This is an optimization exercise on Yosys and OpenROAD, whose aim is small area, a short achievable clock period and few clock cycles per item, not a production implementation. Where RTL was checked, it was by simulation tests only, not by an equivalence proof against the original.

==> flow/design.v <==
module aes_dec_core (
    input  logic         clk,
    input  logic         rst,
    input  logic         start,
    input  logic [127:0] key,
    input  logic [127:0] ciphertext,
    input  logic         step_en,
    output logic         busy,
    output logic         done,
    output logic [127:0] plaintext
);
    function automatic logic [1:0] gf4_mul(input logic [1:0] a, input logic [1:0] b);
        logic t;
        t = a[1] & b[1];
        gf4_mul = {t ^ (a[1] & b[0]) ^ (a[0] & b[1]), t ^ (a[0] & b[0])};
    endfunction
    function automatic logic [3:0] gf16_mul(input logic [3:0] a, input logic [3:0] b);
        logic [1:0] t, u;
        t = gf4_mul(a[3:2], b[3:2]);
        u = gf4_mul(a[3:2] ^ a[1:0], b[3:2] ^ b[1:0]);
        gf16_mul = {u ^ gf4_mul(a[1:0], b[1:0]), {t[0] ^ t[1], t[1]} ^ gf4_mul(a[1:0], b[1:0])};
    endfunction
    function automatic logic [3:0] gf16_inv(input logic [3:0] a);
        case (a)
            4'h0: gf16_inv = 4'h0;
            4'h1: gf16_inv = 4'h1;
            4'h2: gf16_inv = 4'h3;
            4'h3: gf16_inv = 4'h2;
            4'h4: gf16_inv = 4'hf;
            4'h5: gf16_inv = 4'hc;
            4'h6: gf16_inv = 4'h9;
            4'h7: gf16_inv = 4'hb;
            4'h8: gf16_inv = 4'ha;
            4'h9: gf16_inv = 4'h6;
            4'ha: gf16_inv = 4'h8;
            4'hb: gf16_inv = 4'h7;
            4'hc: gf16_inv = 4'h5;
            4'hd: gf16_inv = 4'he;
            4'he: gf16_inv = 4'hd;
            4'hf: gf16_inv = 4'h4;
            default: gf16_inv = 4'h0;
        endcase
    endfunction
    function automatic logic [11:0] gf256_inv_a(input logic [7:0] a);
        gf256_inv_a = {a[7:4], a[7:4] ^ a[3:0],
                       gf16_inv({a[4] ^ a[3], a[5] ^ a[2] ^ a[3], a[5] ^ a[7] ^ a[1] ^ a[2], a[4] ^ a[5] ^ a[6] ^ a[7] ^ a[0] ^ a[1] ^ a[3]} ^ gf16_mul(a[7:4], a[3:0]))};
    endfunction
    function automatic logic [7:0] gf256_inv_b(input logic [11:0] p);
        gf256_inv_b = {gf16_mul(p[11:8], p[3:0]), gf16_mul(p[7:4], p[3:0])};
    endfunction
    function automatic logic [11:0] inv_sbox_a(input logic [7:0] x);
        inv_sbox_a = gf256_inv_a({x[1] ^ x[2] ^ x[6] ^ x[7], ~(x[0] ^ x[3]), x[3] ^ x[4] ^ x[5] ^ x[6], ~(x[1] ^ x[2] ^ x[7]), ~(x[5] ^ x[7]), x[1] ^ x[2] ^ x[6], x[2] ^ x[3] ^ x[5] ^ x[6], x[3]});
    endfunction
    function automatic logic [7:0] inv_sbox_b(input logic [11:0] p);
        logic [7:0] t;
        t = gf256_inv_b(p);
        inv_sbox_b = {t[1] ^ t[2] ^ t[5], t[2] ^ t[3] ^ t[6] ^ t[7], t[1] ^ t[2] ^ t[5] ^ t[7], t[1] ^ t[3] ^ t[4], t[1] ^ t[4] ^ t[6] ^ t[7], t[1] ^ t[4] ^ t[5], t[4] ^ t[6] ^ t[7], t[0] ^ t[1] ^ t[2] ^ t[4]};
    endfunction
    function automatic logic [11:0] sbox_a(input logic [7:0] x);
        sbox_a = gf256_inv_a({x[5] ^ x[7], x[1] ^ x[2] ^ x[3] ^ x[4] ^ x[5] ^ x[6], x[1] ^ x[4] ^ x[6] ^ x[7], x[2] ^ x[3] ^ x[4] ^ x[6] ^ x[7], x[1] ^ x[2] ^ x[6] ^ x[7], x[3] ^ x[4] ^ x[6], x[1] ^ x[3], x[0] ^ x[1] ^ x[2] ^ x[3] ^ x[7]});
    endfunction
    function automatic logic [7:0] sbox_b(input logic [11:0] p);
        logic [7:0] t;
        t = gf256_inv_b(p);
        sbox_b = {t[2] ^ t[7], ~(t[4] ^ t[7]), ~(t[2] ^ t[3] ^ t[7]), t[0] ^ t[2] ^ t[3] ^ t[4] ^ t[5], t[0], t[0] ^ t[1] ^ t[2] ^ t[3] ^ t[4], ~(t[0] ^ t[1] ^ t[3] ^ t[7]), ~(t[0] ^ t[6])};
    endfunction
    function automatic logic [7:0] xtime(input logic [7:0] x);
        xtime = {x[6:0], 1'b0} ^ (x[7] ? 8'h1b : 8'h00);
    endfunction
    function automatic logic [7:0] inv_xtime(input logic [7:0] x);
        inv_xtime = x[0] ? {1'b1, x[7:1] ^ 7'h0d} : {1'b0, x[7:1]};
    endfunction
    function automatic logic [31:0] inv_mix_col(input logic [31:0] col);
        logic [7:0] a0, a1, a2, a3, b0, b1, b2, b3, u, v, t;
        a0 = col[31:24];
        a1 = col[23:16];
        a2 = col[15:8];
        a3 = col[7:0];
        u  = xtime(xtime(a0 ^ a2));
        v  = xtime(xtime(a1 ^ a3));
        b0 = a0 ^ u;
        b1 = a1 ^ v;
        b2 = a2 ^ u;
        b3 = a3 ^ v;
        t  = b0 ^ b1 ^ b2 ^ b3;
        inv_mix_col = {b0 ^ t ^ xtime(b0 ^ b1), b1 ^ t ^ xtime(b1 ^ b2),
                       b2 ^ t ^ xtime(b2 ^ b3), b3 ^ t ^ xtime(b3 ^ b0)};
    endfunction
    function automatic logic [127:0] inv_mix(input logic [127:0] s);
        inv_mix = {inv_mix_col(s[127:96]), inv_mix_col(s[95:64]),
                   inv_mix_col(s[63:32]), inv_mix_col(s[31:0])};
    endfunction
    function automatic logic [191:0] round_a(input logic [127:0] s);
        logic [191:0] o;
        logic [3:0]   dst;
        logic [3:0]   src;
        o = '0;
        for (int i = 0; i < 16; i++) begin
            dst = 4'(i);
            src = {dst[3:2] - dst[1:0], dst[1:0]};
            o[191 - 12*i -: 12] = inv_sbox_a(s[127 - 8*int'(src) -: 8]);
        end
        round_a = o;
    endfunction
    function automatic logic [127:0] round_b(input logic [191:0] p);
        logic [127:0] o;
        o = '0;
        for (int i = 0; i < 16; i++) o[127 - 8*i -: 8] = inv_sbox_b(p[191 - 12*i -: 12]);
        round_b = o;
    endfunction
    function automatic logic [47:0] key_a(input logic [31:0] w);
        key_a = {sbox_a(w[23:16]), sbox_a(w[15:8]), sbox_a(w[7:0]), sbox_a(w[31:24])};
    endfunction
    function automatic logic [31:0] key_b(input logic [47:0] m);
        key_b = {sbox_b(m[47:36]), sbox_b(m[35:24]), sbox_b(m[23:12]), sbox_b(m[11:0])};
    endfunction
    logic [127:0] s_r, p2_r, ra_r, rb_r, rc_r;
    logic [191:0] p1_r;
    logic [47:0]  m_r;
    logic         a_act_r, b_act_r, c_act_r;
    logic [7:0]   a_rc_r, b_rc_r, c_rc_r;
    logic [127:0] pt_r;
    logic         busy_r, done_r;
    logic         x_act_r;         
    logic         x_rdy_r;         
    logic         x_go_r;          
    logic         x_half_r;        
    logic [127:0] x_ct_r;
    logic [127:0] x_k_r;           
    logic [47:0]  x_m_r;
    logic [7:0]   x_rc_r;
    logic [127:0] k0c_r;           
    logic         kv_r;            
    logic [127:0] kdec, x_next;
    logic [31:0]  x_sub;
    logic         c_fin, afree, hit, accept, mv;
    assign kdec  = {rb_r[127:96] ^ key_b(m_r) ^ {b_rc_r, 24'h0}, rb_r[127:96] ^ rb_r[95:64],
                    rb_r[95:64] ^ rb_r[63:32], rb_r[63:32] ^ rb_r[31:0]};
    assign c_fin = c_act_r && (c_rc_r == 8'h8d);
    assign afree = !c_act_r || c_fin;
    assign x_sub = key_b(x_m_r);
    always_comb begin
        x_next[127:96] = x_k_r[127:96] ^ x_sub ^ {x_rc_r, 24'h0};
        x_next[95:64]  = x_k_r[95:64] ^ x_next[127:96];
        x_next[63:32]  = x_k_r[63:32] ^ x_next[95:64];
        x_next[31:0]   = x_k_r[31:0] ^ x_next[63:32];
    end
    assign hit    = kv_r && (key == k0c_r);
    assign accept = start && !busy_r;
    assign mv     = x_act_r && x_rdy_r && step_en && afree;
    always_ff @(posedge clk) begin
        if (rst) begin
            a_act_r <= 1'b0;
            b_act_r <= 1'b0;
            c_act_r <= 1'b0;
            x_act_r <= 1'b0;
            kv_r    <= 1'b0;
            busy_r  <= 1'b0;
            done_r  <= 1'b0;
        end else begin
            done_r <= step_en && c_fin;
            if (step_en) begin
                a_act_r <= mv || (c_act_r && !c_fin);
                b_act_r <= a_act_r;
                c_act_r <= b_act_r;
            end
            if (accept) begin
                x_act_r <= 1'b1;
                kv_r    <= hit;
            end else if (mv) begin
                x_act_r <= 1'b0;
            end else if (x_act_r && !x_rdy_r && step_en && x_half_r && x_rc_r == 8'h36) begin
                kv_r    <= 1'b1;
            end
            busy_r <= accept || (x_act_r && !mv);
        end
        if (step_en) begin
            p1_r   <= round_a(s_r);
            rb_r   <= ra_r;
            m_r    <= key_a(ra_r[31:0] ^ ra_r[63:32]);
            b_rc_r <= a_rc_r;
            p2_r   <= round_b(p1_r) ^ kdec;
            rc_r   <= kdec;
            c_rc_r <= inv_xtime(b_rc_r);
            if (mv) begin
                s_r    <= x_ct_r ^ x_k_r;
                ra_r   <= x_k_r;
                a_rc_r <= 8'h36;
            end else begin
                s_r    <= inv_mix(p2_r);
                ra_r   <= rc_r;
                a_rc_r <= c_rc_r;
            end
        end
        pt_r <= p2_r;
        if (!x_act_r) x_ct_r <= ciphertext;
        if (accept) begin
            k0c_r   <= key;
            x_rdy_r <= hit;
            x_go_r  <= 1'b0;
        end else if (x_act_r && !x_rdy_r && step_en) begin
            if (!x_go_r) begin
                x_go_r   <= 1'b1;
                x_half_r <= 1'b0;
                x_k_r    <= k0c_r;
                x_rc_r   <= 8'h01;
            end else begin
                x_half_r <= !x_half_r;
                if (x_half_r) begin
                    x_k_r  <= x_next;
                    x_rc_r <= xtime(x_rc_r);
                    if (x_rc_r == 8'h36) x_rdy_r <= 1'b1;
                end
            end
        end
        x_m_r <= key_a(x_k_r[31:0]);
    end
    assign busy      = busy_r;
    assign done      = done_r;
    assign plaintext = pt_r;
endmodule
Settings: LEC_CHECK=0, CAP_MARGIN=20, CELL_PAD_IN_SITES_DETAIL_PLACEMENT=1, CELL_PAD_IN_SITES_GLOBAL_PLACEMENT=2, CORE_MARGIN=2, CORE_UTILIZATION=40, PLACE_DENSITY=0.55, SETUP_SLACK_MARGIN=4.5, SLEW_MARGIN=20; clock period 8.0 ns.
standard.sh (not shown) runs the stock make flow with config.mk's settings and CLKGATE_MAP_FILE= SYNTH_SCRIPT=/design/flow/synth_recipe.tcl, a recipe that flattens the netlist after the stock synthesis.
==> flow/flow/run.sh <==
#!/bin/bash
# Standard ORFS layout, with the synthesis technology mapping done by the ABC
# script in flow/abc_speed.script (area-oriented mapping, then sizing).
set -euo pipefail
cd "$(dirname "${BASH_SOURCE[0]}")/.."
W=$PWD
rm -rf "$W/scripts_own"
cp -r "$FLOW_HOME/scripts" "$W/scripts_own"
cp "$W/flow/abc_speed.script" "$W/scripts_own/abc_speed.script"
bash standard.sh SCRIPTS_DIR="$W/scripts_own" finish > "$W/standard_flow.log" 2>&1
==> flow/flow/abc_speed.script <==
&get -n
&st
&dch -f
&nf
&put
topo
stime -c
buffer -c
upsize -c
dnsize -c
The first run produced a clean layout.
Testbench counts at the start, summed over its fixed seeds: cycles 6,361, blocks 560.
Edit:
--- a/flow/design.v
+++ b/flow/design.v
@@ -56,8 +56,11 @@
         t = gf256_inv_b(p);
         inv_sbox_b = {t[1] ^ t[2] ^ t[5], t[2] ^ t[3] ^ t[6] ^ t[7], t[1] ^ t[2] ^ t[5] ^ t[7], t[1] ^ t[3] ^ t[4], t[1] ^ t[4] ^ t[6] ^ t[7], t[1] ^ t[4] ^ t[5], t[4] ^ t[6] ^ t[7], t[0] ^ t[1] ^ t[2] ^ t[4]};
     endfunction
+    function automatic logic [7:0] sbox_in(input logic [7:0] x);
+        sbox_in = {x[5] ^ x[7], x[1] ^ x[2] ^ x[3] ^ x[4] ^ x[5] ^ x[6], x[1] ^ x[4] ^ x[6] ^ x[7], x[2] ^ x[3] ^ x[4] ^ x[6] ^ x[7], x[1] ^ x[2] ^ x[6] ^ x[7], x[3] ^ x[4] ^ x[6], x[1] ^ x[3], x[0] ^ x[1] ^ x[2] ^ x[3] ^ x[7]};
+    endfunction
     function automatic logic [11:0] sbox_a(input logic [7:0] x);
-        sbox_a = gf256_inv_a({x[5] ^ x[7], x[1] ^ x[2] ^ x[3] ^ x[4] ^ x[5] ^ x[6], x[1] ^ x[4] ^ x[6] ^ x[7], x[2] ^ x[3] ^ x[4] ^ x[6] ^ x[7], x[1] ^ x[2] ^ x[6] ^ x[7], x[3] ^ x[4] ^ x[6], x[1] ^ x[3], x[0] ^ x[1] ^ x[2] ^ x[3] ^ x[7]});
+        sbox_a = gf256_inv_a(sbox_in(x));
     endfunction
     function automatic logic [7:0] sbox_b(input logic [11:0] p);
         logic [7:0] t;
@@ -108,6 +111,13 @@
         for (int i = 0; i < 16; i++) o[127 - 8*i -: 8] = inv_sbox_b(p[191 - 12*i -: 12]);
         round_b = o;
     endfunction
+    function automatic logic [31:0] key_in(input logic [31:0] w);
+        key_in = {sbox_in(w[31:24]), sbox_in(w[23:16]), sbox_in(w[15:8]), sbox_in(w[7:0])};
+    endfunction
+    function automatic logic [47:0] key_a_t(input logic [31:0] t);
+        key_a_t = {gf256_inv_a(t[23:16]), gf256_inv_a(t[15:8]), gf256_inv_a(t[7:0]),
+                   gf256_inv_a(t[31:24])};
+    endfunction
     function automatic logic [47:0] key_a(input logic [31:0] w);
         key_a = {sbox_a(w[23:16]), sbox_a(w[15:8]), sbox_a(w[7:0]), sbox_a(w[31:24])};
     endfunction
@@ -115,6 +125,7 @@
         key_b = {sbox_b(m[47:36]), sbox_b(m[35:24]), sbox_b(m[23:12]), sbox_b(m[11:0])};
     endfunction
     logic [127:0] s_r, p2_r, ra_r, rb_r, rc_r;
+    logic [31:0]  ra3_r, rc3_r;    
     logic [191:0] p1_r;
     logic [47:0]  m_r;
     logic         a_act_r, b_act_r, c_act_r;
@@ -131,20 +142,24 @@
     logic [7:0]   x_rc_r;
     logic [127:0] k0c_r;           
     logic         kv_r;            
-    logic [127:0] kdec, x_next;
+    logic [127:0] y, kdec, z, x_pre, x_next;
+    logic [31:0]  ksub, pre0;
     logic [31:0]  x_sub;
     logic         c_fin, afree, hit, accept, mv;
-    assign kdec  = {rb_r[127:96] ^ key_b(m_r) ^ {b_rc_r, 24'h0}, rb_r[127:96] ^ rb_r[95:64],
+    assign ksub  = key_b(m_r);
+    assign pre0  = rb_r[127:96] ^ {b_rc_r, 24'h0};
+    assign kdec  = {pre0 ^ ksub, rb_r[127:96] ^ rb_r[95:64],
                     rb_r[95:64] ^ rb_r[63:32], rb_r[63:32] ^ rb_r[31:0]};
+    assign y     = round_b(p1_r);
+    assign z     = {y[127:96] ^ pre0 ^ ksub, y[95:0] ^ kdec[95:0]};
     assign c_fin = c_act_r && (c_rc_r == 8'h8d);
     assign afree = !c_act_r || c_fin;
-    assign x_sub = key_b(x_m_r);
-    always_comb begin
-        x_next[127:96] = x_k_r[127:96] ^ x_sub ^ {x_rc_r, 24'h0};
-        x_next[95:64]  = x_k_r[95:64] ^ x_next[127:96];
-        x_next[63:32]  = x_k_r[63:32] ^ x_next[95:64];
-        x_next[31:0]   = x_k_r[31:0] ^ x_next[63:32];
-    end
+    assign x_sub  = key_b(x_m_r);
+    assign x_pre  = {x_k_r[127:96] ^ {x_rc_r, 24'h0},
+                     x_k_r[127:96] ^ x_k_r[95:64] ^ {x_rc_r, 24'h0},
+                     x_k_r[127:96] ^ x_k_r[95:64] ^ x_k_r[63:32] ^ {x_rc_r, 24'h0},
+                     x_k_r[127:96] ^ x_k_r[95:64] ^ x_k_r[63:32] ^ x_k_r[31:0] ^ {x_rc_r, 24'h0}};
+    assign x_next = x_pre ^ {4{x_sub}};
     assign hit    = kv_r && (key == k0c_r);
     assign accept = start && !busy_r;
     assign mv     = x_act_r && x_rdy_r && step_en && afree;
@@ -177,18 +192,21 @@
         if (step_en) begin
             p1_r   <= round_a(s_r);
             rb_r   <= ra_r;
-            m_r    <= key_a(ra_r[31:0] ^ ra_r[63:32]);
+            m_r    <= key_a_t(ra3_r);
             b_rc_r <= a_rc_r;
-            p2_r   <= round_b(p1_r) ^ kdec;
+            p2_r   <= z;
             rc_r   <= kdec;
+            rc3_r  <= key_in(rb_r[95:64] ^ rb_r[31:0]);
             c_rc_r <= inv_xtime(b_rc_r);
             if (mv) begin
                 s_r    <= x_ct_r ^ x_k_r;
                 ra_r   <= x_k_r;
+                ra3_r  <= key_in(x_k_r[31:0] ^ x_k_r[63:32]);
                 a_rc_r <= 8'h36;
             end else begin
                 s_r    <= inv_mix(p2_r);
                 ra_r   <= rc_r;
+                ra3_r  <= rc3_r;
                 a_rc_r <= c_rc_r;
             end
         end
Result:
- The changed run finished clean
- count of clock-buffer cells in the layout climbs by 23
- wire length rose by 3.2%
- hold slack loses 0.0066 ns
- setup slack gains 0.20 ns
- synthesized area came out higher by 3.9%
- register-to-register slack is better by 0.20 ns
- synthesized cell count rises by 6.5%
- critical path depth went down by 3
Function not checked in the second run of this note: the RTL went through the layout flow alone.

## afterwards: timing with drivers on the ports
The flow's constraints put no driver on any port. The routed layouts listed below were extracted and timed again, unchanged, in two steps. Step 1 assumes that a clkbuf_16 drives the clock port and a buf_2 every other input. Step 2 times the ports against the registers' clock, not the clock port: input delays grow and output delays shrink by t, the midpoint of the rising clock arrivals with the driver on. Three values: ideal ports, drivers, drivers and shift; two values: the first two.
| run | t (ns) | setup WS [ns] | hold slack, ns | latest minus earliest clock arrival (ns) | pins driven straight from the clock port |
|---|---|---|---|---|---|
| the first run | 0.933 | 4.356 / 4.356 / 3.638 | 0.414 / 0.414 / 0.414 | 0.032 / 0.032 | 1 |
| the second run | 0.921 | 4.558 / 4.509 / 3.744 | 0.407 / 0.407 / 0.407 | 0.036 / 0.036 | 1 |
After both steps setup and hold are still met in every run listed. The setup slack of the second run, which loses most, moves by -0.049 ns with the drivers and by -0.814 ns with both steps.
